Source: an optimization exercise on an open RTL-to-GDS flow (aim: small area). Production flows keep margins and buffers that such runs may drop.
Function not checked in this run: the RTL went through the layout flow alone.

<file path="flow/design.v">
package idct_pkg;
  localparam int DEF_BITS  = 25;
  localparam int DEF_SHIFT = 13;
  localparam int INT_W     = DEF_BITS + 10;
  localparam int C39 = 39;
  localparam int C36 = 36;
  localparam int C15 = 15;
  localparam int C35 = 35;
  localparam int C2  = 2;
  localparam int C8  = 8;
  localparam int C30 = 30;
  localparam int C16 = 16;
  localparam int C6  = 6;
  localparam int C19 = 19;
  localparam int C14 = 14;
  localparam int NORM_MUL   = 43;
  localparam int NORM_SHIFT = 19;
  function automatic logic signed [63:0] saturate(input logic signed [63:0] v, input int bits);
    logic signed [63:0] hi;
    logic signed [63:0] lo;
    hi = (64'sd1 <<< (bits - 1)) - 64'sd1;
    lo = -(64'sd1 <<< (bits - 1));
    if (v > hi)      saturate = hi;
    else if (v < lo) saturate = lo;
    else             saturate = v;
  endfunction
endpackage
module idct8_core (
  input  logic [8*25-1:0] coef,
  output logic [8*21-1:0] x
);
  wire signed [24:0] c0 = coef[0*25 +: 25];
  wire signed [24:0] c1 = coef[1*25 +: 25];
  wire signed [24:0] c2 = coef[2*25 +: 25];
  wire signed [24:0] c3 = coef[3*25 +: 25];
  wire signed [24:0] c4 = coef[4*25 +: 25];
  wire signed [24:0] c5 = coef[5*25 +: 25];
  wire signed [24:0] c6 = coef[6*25 +: 25];
  wire signed [24:0] c7 = coef[7*25 +: 25];
  wire [25:0] u2;
  rca #(26) i_u2 (.a({{1{c0[24]}}, c0}), .b({{1{c4[24]}}, c4}), .ci(1'b0), .s(u2));
  wire signed [25:0] t1 = u2;
  wire [25:0] u4;
  rca #(26) i_u4 (.a({{1{c0[24]}}, c0}), .b(~({{1{c4[24]}}, c4})), .ci(1'b1), .s(u4));
  wire signed [25:0] t3 = u4;
  wire [25:0] u6;
  rca #(26) i_u6 (.a({{1{c2[24]}}, c2}), .b({{1{c6[24]}}, c6}), .ci(1'b0), .s(u6));
  wire signed [25:0] t5 = u6;
  wire [25:0] u8;
  rca #(26) i_u8 (.a({{1{c2[24]}}, c2}), .b(~({{1{c6[24]}}, c6})), .ci(1'b1), .s(u8));
  wire signed [25:0] t7 = u8;
  wire signed [23:0] h10 = t1[25:2];
  wire [26:0] u11;
  rca #(27) i_u11 (.a({{3{h10[23]}}, h10}), .b({{1{t1[25]}}, t1}), .ci(1'b0), .s(u11));
  wire signed [28:0] t9 = {u11, t1[1:0]};
  wire signed [31:0] e13 = {t9, 3'b0};
  wire [31:0] u14;
  rca #(32) i_u14 (.a(e13), .b(~({{6{t1[25]}}, t1})), .ci(1'b1), .s(u14));
  wire signed [31:0] t12 = u14;
  wire signed [23:0] h16 = t3[25:2];
  wire [26:0] u17;
  rca #(27) i_u17 (.a({{3{h16[23]}}, h16}), .b({{1{t3[25]}}, t3}), .ci(1'b0), .s(u17));
  wire signed [28:0] t15 = {u17, t3[1:0]};
  wire signed [31:0] e19 = {t15, 3'b0};
  wire [31:0] u20;
  rca #(32) i_u20 (.a(e19), .b(~({{6{t3[25]}}, t3})), .ci(1'b1), .s(u20));
  wire signed [31:0] t18 = u20;
  wire signed [22:0] h22 = t5[25:3];
  wire [26:0] u23;
  rca #(27) i_u23 (.a({{4{h22[22]}}, h22}), .b({{1{t5[25]}}, t5}), .ci(1'b0), .s(u23));
  wire signed [29:0] t21 = {u23, t5[2:0]};
  wire signed [22:0] h25 = t7[25:3];
  wire [26:0] u26;
  rca #(27) i_u26 (.a({{4{h25[22]}}, h25}), .b({{1{t7[25]}}, t7}), .ci(1'b0), .s(u26));
  wire signed [29:0] t24 = {u26, t7[2:0]};
  wire signed [29:0] e28 = {t7, 4'b0};
  wire [30:0] u29;
  rca #(31) i_u29 (.a({{1{e28[29]}}, e28}), .b(~({{5{t7[25]}}, t7})), .ci(1'b1), .s(u29));
  wire signed [30:0] t27 = u29;
  wire signed [29:0] e31 = {t5, 4'b0};
  wire [30:0] u32;
  rca #(31) i_u32 (.a({{1{e31[29]}}, e31}), .b(~({{5{t5[25]}}, t5})), .ci(1'b1), .s(u32));
  wire signed [30:0] t30 = u32;
  wire signed [28:0] h34 = t27[30:2];
  wire [29:0] u35;
  rca #(30) i_u35 (.a({{1{h34[28]}}, h34}), .b(t21), .ci(1'b0), .s(u35));
  wire signed [31:0] t33 = {u35, t27[1:0]};
  wire signed [31:0] e37 = {t24, 2'b0};
  wire [31:0] u38;
  rca #(32) i_u38 (.a(e37), .b(~({{1{t30[30]}}, t30})), .ci(1'b1), .s(u38));
  wire signed [31:0] t36 = u38;
  wire [32:0] u40;
  rca #(33) i_u40 (.a({{1{t12[31]}}, t12}), .b({{1{t33[31]}}, t33}), .ci(1'b0), .s(u40));
  wire signed [32:0] t39 = u40;
  wire [32:0] u42;
  rca #(33) i_u42 (.a({{1{t12[31]}}, t12}), .b(~({{1{t33[31]}}, t33})), .ci(1'b1), .s(u42));
  wire signed [32:0] t41 = u42;
  wire [32:0] u44;
  rca #(33) i_u44 (.a({{1{t18[31]}}, t18}), .b({{1{t36[31]}}, t36}), .ci(1'b0), .s(u44));
  wire signed [32:0] t43 = u44;
  wire [32:0] u46;
  rca #(33) i_u46 (.a({{1{t18[31]}}, t18}), .b(~({{1{t36[31]}}, t36})), .ci(1'b1), .s(u46));
  wire signed [32:0] t45 = u46;
  wire signed [23:0] h48 = c1[24:1];
  wire [25:0] u49;
  rca #(26) i_u49 (.a({{2{h48[23]}}, h48}), .b({{1{c1[24]}}, c1}), .ci(1'b0), .s(u49));
  wire signed [26:0] t47 = {u49, c1[0:0]};
  wire signed [23:0] h51 = t47[26:3];
  wire [25:0] u52;
  rca #(26) i_u52 (.a({{2{h51[23]}}, h51}), .b({{1{c1[24]}}, c1}), .ci(1'b0), .s(u52));
  wire signed [28:0] t50 = {u52, t47[2:0]};
  wire signed [23:0] h54 = t47[26:3];
  wire [26:0] u55;
  rca #(27) i_u55 (.a({{3{h54[23]}}, h54}), .b(t47), .ci(1'b0), .s(u55));
  wire signed [29:0] t53 = {u55, t47[2:0]};
  wire signed [30:0] e57 = {t47, 4'b0};
  wire [30:0] u58;
  rca #(31) i_u58 (.a(e57), .b(~({{6{c1[24]}}, c1})), .ci(1'b1), .s(u58));
  wire signed [30:0] t56 = u58;
  wire signed [26:0] h60 = t50[28:2];
  wire [28:0] u61;
  rca #(29) i_u61 (.a({{2{h60[26]}}, h60}), .b(t50), .ci(1'b0), .s(u61));
  wire signed [30:0] t59 = {u61, t50[1:0]};
  wire signed [23:0] h63 = c3[24:1];
  wire [25:0] u64;
  rca #(26) i_u64 (.a({{2{h63[23]}}, h63}), .b({{1{c3[24]}}, c3}), .ci(1'b0), .s(u64));
  wire signed [26:0] t62 = {u64, c3[0:0]};
  wire signed [23:0] h66 = t62[26:3];
  wire [25:0] u67;
  rca #(26) i_u67 (.a({{2{h66[23]}}, h66}), .b({{1{c3[24]}}, c3}), .ci(1'b0), .s(u67));
  wire signed [28:0] t65 = {u67, t62[2:0]};
  wire signed [19:0] h69 = c3[24:5];
  wire [25:0] u70;
  rca #(26) i_u70 (.a({{6{h69[19]}}, h69}), .b({{1{c3[24]}}, c3}), .ci(1'b0), .s(u70));
  wire signed [30:0] t68 = {u70, c3[4:0]};
  wire signed [23:0] h72 = t65[28:5];
  wire [25:0] u73;
  rca #(26) i_u73 (.a({{2{h72[23]}}, h72}), .b({{1{c3[24]}}, c3}), .ci(1'b0), .s(u73));
  wire signed [30:0] t71 = {u73, t65[4:0]};
  wire signed [26:0] h75 = t65[28:2];
  wire [28:0] u76;
  rca #(29) i_u76 (.a({{2{h75[26]}}, h75}), .b(t65), .ci(1'b0), .s(u76));
  wire signed [30:0] t74 = {u76, t65[1:0]};
  wire signed [23:0] h78 = c5[24:1];
  wire [25:0] u79;
  rca #(26) i_u79 (.a({{2{h78[23]}}, h78}), .b({{1{c5[24]}}, c5}), .ci(1'b0), .s(u79));
  wire signed [26:0] t77 = {u79, c5[0:0]};
  wire signed [23:0] h81 = t77[26:3];
  wire [25:0] u82;
  rca #(26) i_u82 (.a({{2{h81[23]}}, h81}), .b({{1{c5[24]}}, c5}), .ci(1'b0), .s(u82));
  wire signed [28:0] t80 = {u82, t77[2:0]};
  wire signed [19:0] h84 = c5[24:5];
  wire [25:0] u85;
  rca #(26) i_u85 (.a({{6{h84[19]}}, h84}), .b({{1{c5[24]}}, c5}), .ci(1'b0), .s(u85));
  wire signed [30:0] t83 = {u85, c5[4:0]};
  wire signed [23:0] h87 = t80[28:5];
  wire [25:0] u88;
  rca #(26) i_u88 (.a({{2{h87[23]}}, h87}), .b({{1{c5[24]}}, c5}), .ci(1'b0), .s(u88));
  wire signed [30:0] t86 = {u88, t80[4:0]};
  wire signed [26:0] h90 = t80[28:2];
  wire [28:0] u91;
  rca #(29) i_u91 (.a({{2{h90[26]}}, h90}), .b(t80), .ci(1'b0), .s(u91));
  wire signed [30:0] t89 = {u91, t80[1:0]};
  wire signed [23:0] h93 = c7[24:1];
  wire [25:0] u94;
  rca #(26) i_u94 (.a({{2{h93[23]}}, h93}), .b({{1{c7[24]}}, c7}), .ci(1'b0), .s(u94));
  wire signed [26:0] t92 = {u94, c7[0:0]};
  wire signed [23:0] h96 = t92[26:3];
  wire [25:0] u97;
  rca #(26) i_u97 (.a({{2{h96[23]}}, h96}), .b({{1{c7[24]}}, c7}), .ci(1'b0), .s(u97));
  wire signed [28:0] t95 = {u97, t92[2:0]};
  wire signed [23:0] h99 = t92[26:3];
  wire [26:0] u100;
  rca #(27) i_u100 (.a({{3{h99[23]}}, h99}), .b(t92), .ci(1'b0), .s(u100));
  wire signed [29:0] t98 = {u100, t92[2:0]};
  wire signed [30:0] e102 = {t92, 4'b0};
  wire [30:0] u103;
  rca #(31) i_u103 (.a(e102), .b(~({{6{c7[24]}}, c7})), .ci(1'b1), .s(u103));
  wire signed [30:0] t101 = u103;
  wire signed [26:0] h105 = t95[28:2];
  wire [28:0] u106;
  rca #(29) i_u106 (.a({{2{h105[26]}}, h105}), .b(t95), .ci(1'b0), .s(u106));
  wire signed [30:0] t104 = {u106, t95[1:0]};
  wire [31:0] u108;
  rca #(32) i_u108 (.a({{1{t59[30]}}, t59}), .b({{1{t71[30]}}, t71}), .ci(1'b0), .s(u108));
  wire signed [31:0] t107 = u108;
  wire [30:0] u110;
  rca #(31) i_u110 (.a(t83), .b({{2{t95[28]}}, t95}), .ci(1'b0), .s(u110));
  wire signed [30:0] t109 = u110;
  wire [32:0] u112;
  rca #(33) i_u112 (.a({{1{t107[31]}}, t107}), .b({{2{t109[30]}}, t109}), .ci(1'b0), .s(u112));
  wire signed [32:0] t111 = u112;
  wire [31:0] u114;
  rca #(32) i_u114 (.a({{3{t65[28]}}, t65}), .b({{1{t89[30]}}, t89}), .ci(1'b0), .s(u114));
  wire signed [31:0] t113 = u114;
  wire [31:0] u116;
  rca #(32) i_u116 (.a(t113), .b({{2{t98[29]}}, t98}), .ci(1'b0), .s(u116));
  wire signed [31:0] t115 = u116;
  wire [32:0] u118;
  rca #(33) i_u118 (.a({{2{t56[30]}}, t56}), .b(~({{1{t115[31]}}, t115})), .ci(1'b1), .s(u118));
  wire signed [32:0] t117 = u118;
  wire [30:0] u120;
  rca #(31) i_u120 (.a({{1{t53[29]}}, t53}), .b({{2{t80[28]}}, t80}), .ci(1'b0), .s(u120));
  wire signed [30:0] t119 = u120;
  wire [31:0] u122;
  rca #(32) i_u122 (.a({{1{t119[30]}}, t119}), .b({{1{t101[30]}}, t101}), .ci(1'b0), .s(u122));
  wire signed [31:0] t121 = u122;
  wire [32:0] u124;
  rca #(33) i_u124 (.a({{1{t121[31]}}, t121}), .b(~({{2{t74[30]}}, t74})), .ci(1'b1), .s(u124));
  wire signed [32:0] t123 = u124;
  wire [30:0] u126;
  rca #(31) i_u126 (.a({{2{t50[28]}}, t50}), .b(t86), .ci(1'b0), .s(u126));
  wire signed [30:0] t125 = u126;
  wire [31:0] u128;
  rca #(32) i_u128 (.a({{1{t68[30]}}, t68}), .b({{1{t104[30]}}, t104}), .ci(1'b0), .s(u128));
  wire signed [31:0] t127 = u128;
  wire [32:0] u130;
  rca #(33) i_u130 (.a({{2{t125[30]}}, t125}), .b(~({{1{t127[31]}}, t127})), .ci(1'b1), .s(u130));
  wire signed [32:0] t129 = u130;
  wire [33:0] u132;
  rca #(34) i_u132 (.a({{1{t39[32]}}, t39}), .b({{1{t111[32]}}, t111}), .ci(1'b0), .s(u132));
  wire signed [33:0] t131 = u132;
  wire [33:0] u134;
  rca #(34) i_u134 (.a({{1{t39[32]}}, t39}), .b(~({{1{t111[32]}}, t111})), .ci(1'b1), .s(u134));
  wire signed [33:0] t133 = u134;
  wire [33:0] u136;
  rca #(34) i_u136 (.a({{1{t43[32]}}, t43}), .b({{1{t117[32]}}, t117}), .ci(1'b0), .s(u136));
  wire signed [33:0] t135 = u136;
  wire [33:0] u138;
  rca #(34) i_u138 (.a({{1{t43[32]}}, t43}), .b(~({{1{t117[32]}}, t117})), .ci(1'b1), .s(u138));
  wire signed [33:0] t137 = u138;
  wire [33:0] u140;
  rca #(34) i_u140 (.a({{1{t45[32]}}, t45}), .b({{1{t123[32]}}, t123}), .ci(1'b0), .s(u140));
  wire signed [33:0] t139 = u140;
  wire [33:0] u142;
  rca #(34) i_u142 (.a({{1{t45[32]}}, t45}), .b(~({{1{t123[32]}}, t123})), .ci(1'b1), .s(u142));
  wire signed [33:0] t141 = u142;
  wire [33:0] u144;
  rca #(34) i_u144 (.a({{1{t41[32]}}, t41}), .b({{1{t129[32]}}, t129}), .ci(1'b0), .s(u144));
  wire signed [33:0] t143 = u144;
  wire [33:0] u146;
  rca #(34) i_u146 (.a({{1{t41[32]}}, t41}), .b(~({{1{t129[32]}}, t129})), .ci(1'b1), .s(u146));
  wire signed [33:0] t145 = u146;
  assign x[0*21 +: 21] = t131[33:13];
  assign x[1*21 +: 21] = t135[33:13];
  assign x[2*21 +: 21] = t139[33:13];
  assign x[3*21 +: 21] = t143[33:13];
  assign x[4*21 +: 21] = t145[33:13];
  assign x[5*21 +: 21] = t141[33:13];
  assign x[6*21 +: 21] = t137[33:13];
  assign x[7*21 +: 21] = t133[33:13];
endmodule
module rca #(parameter int W = 8) (
  input  logic [W-1:0] a,
  input  logic [W-1:0] b,
  input  logic         ci,
  output logic [W-1:0] s
);
  logic [W:0] c;
  assign c[0] = ci;
  for (genvar i = 0; i < W; i++) begin : g_fa
    assign s[i]   = a[i] ^ b[i] ^ c[i];
    assign c[i+1] = (a[i] & b[i]) | (c[i] & (a[i] ^ b[i]));
  end
endmodule
module idct8_serial (
  input  logic        clk,
  input  logic        rst,
  input  logic        in_valid,
  input  logic [24:0] in,
  output logic        out_valid,
  output logic        frame_start,
  output logic [24:0] O
);
  logic [2:0]   k;
  logic         primed;
  logic [24:0]  slot [0:7];
  logic [20:0]  o_q;
  logic [199:0] coef_flat;
  logic [167:0] x_flat;
  for (genvar i = 0; i < 8; i++) begin : g_flat
    assign coef_flat[i*25 +: 25] = slot[i];
  end
  idct8_core u_core (.coef(coef_flat), .x(x_flat));
  always_ff @(posedge clk) begin
    if (rst) begin
      k           <= '0;
      primed      <= 1'b0;
      out_valid   <= 1'b0;
      frame_start <= 1'b0;
    end else if (in_valid) begin
      k           <= k + 3'd1;
      out_valid   <= primed;
      frame_start <= primed && (k == 3'd0);
      if (k == 3'd7) primed <= 1'b1;
    end else begin
      out_valid   <= 1'b0;
      frame_start <= 1'b0;
    end
  end
  always_ff @(posedge clk) begin
    if (in_valid) begin
      slot[k] <= in;
      if (k == 3'd0) begin
        o_q <= x_flat[20:0];
        for (int i = 1; i < 8; i++) slot[i][20:0] <= x_flat[i*21 +: 21];
      end else begin
        o_q <= slot[k][20:0];
      end
    end
  end
  assign O = {{4{o_q[20]}}, o_q};
endmodule
</file>
<file path="flow/run.sh">
#!/bin/bash
# synth_recipe.tcl (not shown) runs the flow's synth.tcl, then flattens the netlist and writes it again
# the make line also repeats each setting of config.mk as NAME=value (left out here)
make -C /OpenROAD-flow-scripts/flow DESIGN_CONFIG=/design/flow/config.mk WORK_HOME=/design/flow/orfs CLKGATE_MAP_FILE= SYNTH_SCRIPT=/design/flow/synth_recipe.tcl finish
</file>
<file path="flow/config.mk">
export PLATFORM = sky130hd
export DESIGN_NAME = idct8_serial
export DESIGN_NICKNAME = idct8_serial
export VERILOG_FILES = /design/flow/design.v
export SDC_FILE = /design/flow/constraint.sdc
export NUM_CORES = 4
export LEC_CHECK = 0
export CAP_MARGIN = 20
export CORE_MARGIN = 2
export CORE_UTILIZATION = 40
export SLEW_MARGIN = 20
</file>
<file path="flow/constraint.sdc">
create_clock -name core_clock -period 15.0 [get_ports {clk}]
set_input_delay 3.0000 -clock core_clock [delete_from_list [all_inputs] [get_ports {clk}]]
set_output_delay 3.0000 -clock core_clock [all_outputs]
set_load 0.01 [all_outputs]
</file>
==> run summary <==
-- what timing repair did --
item,CTS,global route
resized for setup,167,106
pin swaps,73,91
gates cloned,0,0
endpoints found under the hold margin,0,0
buffers inserted,8,12
setup endpoints to repair,37,40
-- flip-flops by register name, summed over array words and instances (netlist names), named ones only --
signal,count
primed,1
slot,200
o_q,21
out_valid,1
k,3
frame_start,1
-- routing by layer --
metal,global-route usage,wire [um],up-vias
li1,-,-,12300
met1,0.297,53600,15400
met2,0.443,75500,749
met3,0.0276,6130,261
met4,0.108,8150,8
met5,0,48,-
-- through the flow --
| step | TNS (ps) | utilization | instance area, um^2 |
|---|---|---|---|
| after floorplan | -5780 | - | 49400 |
| after global placement | -17730 | 0.468 | 56000 |
| after detailed placement | -23620 | 0.468 | 56000 |
| after CTS | -15540 | 0.480 | 57400 |
| after global routing | -25510 | 0.483 | 57800 |
| final | -14470 | 0.483 | 57800 |
-- path summary, 6_finish.rpt --
kind | end
worst max register to register | slot[1][19]$_DFFE_PP_
worst min-delay path | out_valid$_SDFF_PP0_
worst min register to register | out_valid$_SDFF_PP0_
worst max-delay path | slot[1][19]$_DFFE_PP_
-- cell families (layout without fill, tap and decap cells) --
kind of cell,Yosys count,after routing,share of synthesized area
other,0,3,0
AND/OR/NAND/NOR,136,136,0.0134
multiplexers,65,65,0.0264
XOR/XNOR,18,18,0.00327
buffers and inverters,1504,2156,0.119
AO/OA/AOI/OAI,253,253,0.0391
flip-flops,230,230,0.142
adder cells (fa/ha/maj),1640,1640,0.657
-- synthesized netlist by cell type, types with 5 or more instances --
cell type and number:
a211oi_1 9, edfxtp_1 221, a21oi_1 28, buf_2 16, nand3_1 7, dfxtp_1 9
nand2b_1 10, nand2_1 58, inv_1 1451, nor2b_1 5, o2bb2ai_1 58, nor2_1 27
o21ai_0 37, fa_1 1478, mux2_2 20, a22o_1 65, nor3_1 11, mux4_2 23
xnor2_1 14, a21o_1 5, ha_1 162, mux4_1 18, buf_4 6, buf_6 8
o21bai_1 5, a221oi_1 7, clkbuf_1 23, o21ai_1 16
-- critical path: cells and delay by family (launching register included) --
kind	cells	cell delay, ps
AO/OA/AOI/OAI	3	440
adder cells (fa/ha/maj)	38	14310
buffers and inverters	4	170
flip-flops	1	400
AND/OR/NAND/NOR	2	370
-- cells in the final DEF (no fill, tap or decap), drive strengths merged, types with 3 or more instances in the layout --
cell type	synthesis	routed
a211oi	9	9
a21o	5	5
a21oi	28	28
a221oi	7	7
a22o	65	65
and4	4	4
buf	30	596
clkbuf	23	38
clkdlybuf4s50	0	53
clkinv	0	14
dfxtp	9	9
diode	0	3
edfxtp	221	221
fa	1478	1478
ha	162	162
inv	1451	1454
mux2	20	20
mux2i	3	3
mux4	42	42
nand2	58	58
nand2b	10	10
nand3	7	7
nor2	27	27
nor2b	5	5
nor3	11	11
o211ai	3	3
o21a	4	4
o21ai	53	53
o21bai	5	5
o221ai	4	4
o2bb2ai	58	58
o311ai	4	4
o31a	3	3
or2	4	4
or4	3	3
xnor2	14	14
xor2	4	4
-- final cells by class --
class,count,share of cell area
Inverter,1451,0.0942
Multi-Input combinational cell,2112,0.649
Clock inverter,18,0.00286
Timing Repair Buffer,649,0.0873
Antenna cell,3,0.000130
Tap cell,1612,0.0349
Sequential cell,230,0.118
Clock buffer,38,0.0135
==> flow_summary.toml <==
[status]
status = "complete, but fails checks"
so_faults = "negative setup slack"

[timing]
hold_viol = 0
rsz0062_at_grt = "true"
setup_ws_ps = -923
fin_crit_ps = 15920
fin_skew_ps = 21.1
setup_viol = 31
fmax_mhz = 62.8
timing.slew.headroom = 0.289
finalCritPeriodShare = 1.06
maxSlewViolCount = 0
worstMarginPinSlew_ps = 1060
fin_hold_ws_ps = 470

[cells_and_area]
stdcell_count = 6113
fillCellCount = 10600
area_growth_pct = 20.1
drive_above_1_share = 0.327
ff_latch_area_um2 = 6820
multi_input_area_um2 = 37500
layout.nets = 6142

[flow_run]
drv_cap = 0

[synthesis]
yosys.area.top_type = "fa_1"
yosys.area.top_type_share = 0.615
synth-edff-count = 221
ys_types = 48
synth_area_um2 = 48100
synthCells = 3846
ys_async_sr_fraction = 0
ys_top_cells_by_area = "fa_1 61%, edfxtp_1 14%, inv_1 11%"
yosys_warnings = 1
ys.flop_type = "edfxtp_1"
syn_nets = 5514
synth_seq_cells = 230
ys_seq_area_frac = 0.142
synth.avg_cell_area_um2 = 12.5

[clock_tree]
cts-root-buf = "clkbuf_16"
cts_buffer_depth = 3
cts_buffers = 30
htree_num_levels = 1
clock_latency_ps = 630
clk_pin_slew_ps = 70
clock-sinks = 230
cts_tree = "built"
cts_hold_buf = 0

[route]
via_count = 28700
avgViaCountPerCell = 4.70
final_antenna_net_count = 0
wl_per_cell_um = 23.5
wl_mm = 143
drt-initial-drc-count = 1614
dr.pass1.iters = 7
drc = 0

[floorplanning]
row_count = 127
ios = 55
die_y_um = 351
dieArea_um2 = 123000
start_util = 0.402
core_um2 = 120000
dieWidth_um = 351

[setup_path]
path_max_fanout = 4
critPathMostFrequentCell = "fa_2"
cp-startpoint = "slot[5][1]$_DFFE_PP_"
critPathCaptureType = "flop"
rrSetupSlack_ps = -920
crit_arrival_ps = 16310
critPathRequiredTime_ps = 15380
ff2ff_path_depth = 47
reg2reg_from = "slot[5][1]$_DFFE_PP_"
cp-start-kind = "flop"
worstSetupPathType = "reg -> reg"
slowest_stage = "fa_2"
max_stage_delay_ps = 600

[hold_path]
holdCritStartpoint = "primed$_SDFFE_PP0P_"
hold_path_class = "reg -> reg"
hold-path-cell-count = 2

[global_routing]
grt_usage = 0.246
antenna_found_initial = 7
grt_overflow = 0
grt_pass1_vias = 33200
grt_pass1_wl_mm = 216
grt_max_degree = 69

[placement]
dpl_worst_slack_ps = -1090
placed_cells = 6034
gp_congestion = 0.970
portBuffers = 54
dp_hpwl_mm = 135

==> afterwards: timing with drivers on the ports <==
The flow's constraints put no driver on any port. The routed layout listed below was extracted and timed again, unchanged, in two steps. Step 1 (the two cells are an assumption about what drives the block):
set clk [get_ports {clk}]
set_driving_cell -lib_cell sky130_fd_sc_hd__clkbuf_16 $clk
set_driving_cell -lib_cell sky130_fd_sc_hd__buf_2 [delete_from_list [all_inputs] $clk]
Step 2 also shifts input and output timing later by t, the mid clock arrival at the registers, as if the neighbouring blocks saw the same clock. Slacks: ideal ports / drivers / drivers and shift; pairs: ideal ports / drivers.
shift t [ns]: 0.692
setup slack, ns: -0.923 / -0.923 / -0.923
hold slack, ns: 0.470 / 0.470 / 0.470
worst setup path after step 2: register to register
clock arrival spread, ns: 0.026 / 0.025
The setup slack of this run moves by 0.000 ns with the drivers and by 0.000 ns with both steps.
